Source: an optimization exercise on an open RTL-to-GDS flow (aim: a short achievable clock period and few clock cycles). Production flows keep margins and buffers that such runs may drop. Only simulation tests tie the RTL to the original design; equivalence was not proved. Power and IR drop assume default switching activity.

== build 89 ==
==> module mem_io_responder, before the edit <==
module mem_io_responder #(
  parameter int          Nloc      = 64,
  parameter int          Dbits     = 32,
  parameter logic [31:0] DMEM_BASE = 32'h1001_0000,
  parameter logic [31:0] IO_BASE   = 32'h1003_0000
) (
  input  logic              clk,
  input  logic              reset,
  input  logic [31:0]       mem_addr,
  input  logic              mem_rd,
  input  logic              mem_wr,
  input  logic [Dbits-1:0]  mem_writedata,
  output logic [Dbits-1:0]  mem_readdata,
  output logic              cpu_enable,
  output logic [15:0]       led
);
  localparam int AW = $clog2(Nloc);
  logic        wait_q;           
  logic [15:0] led_q;
  logic [31:0] cycle_q, cycle_inc;
  logic        err_q;
  logic [Nloc-1:0][Dbits-1:0] ram_q;
  logic [Dbits-1:0]           rdata_q, rdata_d, io_rd, wb_rd;
  logic             wb_vld_q;
  logic [Nloc-1:0]  wb_we_q;
  logic [AW-1:0]    wb_idx_q;
  logic [Dbits-1:0] wb_data_q;
  logic             fwd;
  logic          aligned;
  logic          dmem_hit;
  logic          io_base;
  logic          io_led, io_cyc, io_stat, io_hit;
  logic [AW-1:0] ram_idx;
  always_comb begin
    aligned  = (mem_addr[1:0] == 2'b00);
    io_base  = aligned && (mem_addr[31:16] == IO_BASE[31:16]) &&
               (mem_addr[15:4] == 12'd0);
    io_led   = io_base && (mem_addr[3:2] == 2'd0);
    io_cyc   = io_base && (mem_addr[3:2] == 2'd1);
    io_stat  = io_base && (mem_addr[3:2] == 2'd2);
    io_hit   = io_led | io_cyc | io_stat;
    ram_idx  = mem_addr[AW+1:2];
  end
  mio_hit #(.BASE(DMEM_BASE[31:16]), .AW(AW)) u_hit (.addr(mem_addr), .hit(dmem_hit));
  logic done, st_req, ld_req, ram_st;
  always_comb begin
    done   = !mem_rd || wait_q;
    st_req = done && mem_wr;
    ld_req = done && mem_rd && !mem_wr;
    ram_st = st_req && dmem_hit && !reset;
  end
  localparam int NG = 4;
  localparam int GW = Dbits / NG;
  logic [NG-1:0][Nloc-1:0] rsel;
  logic [Nloc-1:0]         wen;
  for (genvar g = 0; g < NG; g++) begin : g_rdec
    mio_dec #(.G(g)) u_dec (.idx(ram_idx), .en(dmem_hit), .mask(wb_we_q), .sel(rsel[g]));
  end
  mio_dec #(.G(NG)) u_wdec (.idx(ram_idx), .en(ram_st), .mask('0), .sel(wen));
  for (genvar b = 0; b < Dbits; b++) begin : g_bit
    logic [31:0] t1;
    logic [7:0]  t2;
    logic [3:0]  t3;
    for (genvar k = 0; k < 32; k++) begin : g_l1
      mio_aoi22 u (.a(ram_q[2*k][b]), .b(rsel[b / GW][2*k]), .c(ram_q[2*k+1][b]), .d(rsel[b / GW][2*k+1]),
                   .y(t1[k]));
    end
    for (genvar m = 0; m < 8; m++) begin : g_l2
      mio_nand4 u (.a(t1[4*m]), .b(t1[4*m+1]), .c(t1[4*m+2]), .d(t1[4*m+3]), .y(t2[m]));
    end
    for (genvar n = 0; n < 2; n++) begin : g_l3
      mio_nor2 u (.a(t2[2*n]), .b(t2[2*n+1]), .y(t3[n]));
    end
    mio_nor3 u_l3io (.a(t2[4]), .b(t2[5]), .c(io_rd[b]), .y(t3[2]));
    mio_nor3 u_l3wb (.a(t2[6]), .b(t2[7]), .c(wb_rd[b]), .y(t3[3]));
    mio_nand4 u_l4 (.a(t3[0]), .b(t3[1]), .c(t3[2]), .d(t3[3]), .y(rdata_d[b]));
  end
  assign cycle_inc = cycle_q + 32'd1;
  always_comb begin
    fwd   = dmem_hit && wb_vld_q && (wb_idx_q == ram_idx);
    wb_rd = wb_data_q & {Dbits{fwd}};
    io_rd = '0;
    if (io_led)  io_rd = Dbits'(led_q);
    if (io_cyc)  io_rd = Dbits'(cycle_inc);
    if (io_stat) io_rd = Dbits'(err_q);
  end
  assign cpu_enable   = done;
  assign mem_readdata = rdata_q;
  assign led          = led_q;
  always_ff @(posedge clk) begin
    rdata_q   <= rdata_d;
    wb_idx_q  <= ram_idx;
    wb_data_q <= mem_writedata;
    wb_vld_q  <= ram_st;
    wb_we_q   <= wen;
    if (reset) begin
      wait_q  <= 1'b0;
      led_q   <= 16'd0;
      cycle_q <= 32'd0;
      err_q   <= 1'b0;
    end else begin
      wait_q  <= mem_rd && !wait_q;
      cycle_q <= cycle_inc;
      if (st_req) begin
        if (dmem_hit) begin
        end else if (io_led) begin
          led_q <= mem_writedata[15:0];
        end else if (io_cyc) begin
          cycle_q <= 32'(mem_writedata);
        end else if (io_stat) begin
          if (mem_writedata[0]) err_q <= 1'b0;
        end else begin
          err_q <= 1'b1;
        end
      end else if (ld_req) begin
        if (!dmem_hit && !io_hit) err_q <= 1'b1;
      end
    end
  end
  always_ff @(posedge clk) begin
    for (int i = 0; i < Nloc; i++)
      if (wb_we_q[i]) ram_q[i] <= wb_data_q;
  end
endmodule
==> module mio_nor3, before the edit <==
module mio_nor3 (input logic a, b, c, output logic y);
  assign y = ~(a | b | c);
endmodule
clock: 5.5 ns
lec_check: 0
abc_clock_period_in_ps: 2000
cap_margin: 20
core_margin: 2
core_utilization: 65
place_density: 0.75
setup_slack_margin: 2.9
slew_margin: 20
synth_hierarchical: 1
synth_minimum_keep_size: 0
tns_end_percent: 100
run.sh (not shown) runs the stock make flow with config.mk's settings and CLKGATE_MAP_FILE= SYNTH_SCRIPT=/design/flow/synth_recipe.tcl, a recipe that flattens the netlist after the stock synthesis.
Testbench counts of build 89, summed over its fixed seeds: cycles 32,650.
diff inputs: build 89 => trial 25
--- a/flow/design.v
+++ b/flow/design.v
@@ -20,7 +20,7 @@
   logic [31:0] cycle_q, cycle_inc;
   logic        err_q;
   logic [Nloc-1:0][Dbits-1:0] ram_q;
-  logic [Dbits-1:0]           rdata_q, rdata_d, io_rd, wb_rd;
+  logic [Dbits-1:0]           rdata_q, rdata_d, ram_or, ram_rd;
   logic             wb_vld_q;
   logic [Nloc-1:0]  wb_we_q;
   logic [AW-1:0]    wb_idx_q;
@@ -54,7 +54,7 @@
   logic [NG-1:0][Nloc-1:0] rsel;
   logic [Nloc-1:0]         wen;
   for (genvar g = 0; g < NG; g++) begin : g_rdec
-    mio_dec #(.G(g)) u_dec (.idx(ram_idx), .en(dmem_hit), .mask(wb_we_q), .sel(rsel[g]));
+    mio_dec #(.G(g)) u_dec (.idx(ram_idx), .en(1'b1), .mask(wb_we_q), .sel(rsel[g]));
   end
   mio_dec #(.G(NG)) u_wdec (.idx(ram_idx), .en(ram_st), .mask('0), .sel(wen));
   for (genvar b = 0; b < Dbits; b++) begin : g_bit
@@ -68,21 +68,20 @@
     for (genvar m = 0; m < 8; m++) begin : g_l2
       mio_nand4 u (.a(t1[4*m]), .b(t1[4*m+1]), .c(t1[4*m+2]), .d(t1[4*m+3]), .y(t2[m]));
     end
-    for (genvar n = 0; n < 2; n++) begin : g_l3
+    for (genvar n = 0; n < 4; n++) begin : g_l3
       mio_nor2 u (.a(t2[2*n]), .b(t2[2*n+1]), .y(t3[n]));
     end
-    mio_nor3 u_l3io (.a(t2[4]), .b(t2[5]), .c(io_rd[b]), .y(t3[2]));
-    mio_nor3 u_l3wb (.a(t2[6]), .b(t2[7]), .c(wb_rd[b]), .y(t3[3]));
-    mio_nand4 u_l4 (.a(t3[0]), .b(t3[1]), .c(t3[2]), .d(t3[3]), .y(rdata_d[b]));
+    mio_nand4 u_l4 (.a(t3[0]), .b(t3[1]), .c(t3[2]), .d(t3[3]), .y(ram_or[b]));
   end
+  assign fwd       = wb_vld_q && (wb_idx_q == ram_idx);
+  assign ram_rd    = ram_or | (wb_data_q & {Dbits{fwd}});
   assign cycle_inc = cycle_q + 32'd1;
   always_comb begin
-    fwd   = dmem_hit && wb_vld_q && (wb_idx_q == ram_idx);
-    wb_rd = wb_data_q & {Dbits{fwd}};
-    io_rd = '0;
-    if (io_led)  io_rd = Dbits'(led_q);
-    if (io_cyc)  io_rd = Dbits'(cycle_inc);
-    if (io_stat) io_rd = Dbits'(err_q);
+    rdata_d = '0;
+    if (dmem_hit) rdata_d = ram_rd;
+    if (io_led)   rdata_d = Dbits'(led_q);
+    if (io_cyc)   rdata_d = Dbits'(cycle_inc);
+    if (io_stat)  rdata_d = Dbits'(err_q);
   end
   assign cpu_enable   = done;
   assign mem_readdata = rdata_q;
@@ -172,6 +171,3 @@
 module mio_nor2 (input logic a, b, output logic y);
   assign y = ~(a | b);
 endmodule
-module mio_nor3 (input logic a, b, c, output logic y);
-  assign y = ~(a | b | c);
-endmodule
Results
Diff build 89 -> trial 25 | global-route wire length before repair | up slightly
Diff build 89 -> trial 25: post-synthesis share of cell area spent on xor and xnor gates ~0 delta; area inside the core boundary ~0 delta; core utilization +0.74 points; wire length +about 1.1%; headroom to the max-slew limit -8.3 points.
Sort build 89 and trial 25 by synthesized-area fraction occupied by and/or/nand/nor cells, descending, and build 89 comes first.
Trial 25 drops more vias than build 89.
Trial 25 consumes more power than build 89 does.
[compare] base=build 89 new=trial 25: post-route cell area shows an increase of about 0.7%, proportion of layout cells with a drive suffix above 1 shrank by 1.2 points, number of post-CTS setup repair buffers has increased.
Testbench counts of trial 25, summed over its fixed seeds: cycles 32,650.

[re-timing with driven ports]
No port has a modelled driver above. Below, the same layouts with a new extraction and two added sets of constraints. Step 1, drivers: a clkbuf_16 drives clk and a buf_2 each remaining input, both assumed. Step 2, shift: input delay + t, output delay - t, t = (earliest + latest rising clock arrival at the registers) / 2. This alone moves slack from input paths to output paths. Three values: ideal ports, drivers, drivers and shift; two values: the first two.
run | shift t [ns] | setup slack, ns | worst setup path at the end | worst slew at a driven data input, ns | cell pins on the clock port's net
build 89 | 0.893 | 2.843 / 2.864 / 2.005 | input to register | 0.13 | 1
trial 25 | 0.911 | 2.730 / 2.750 / 1.839 | input to register | 0.10 | 1
After both steps every run listed still meets setup and hold. The setup slack of trial 25, which loses most, moves by +0.020 ns with the drivers and by -0.891 ns with both steps.
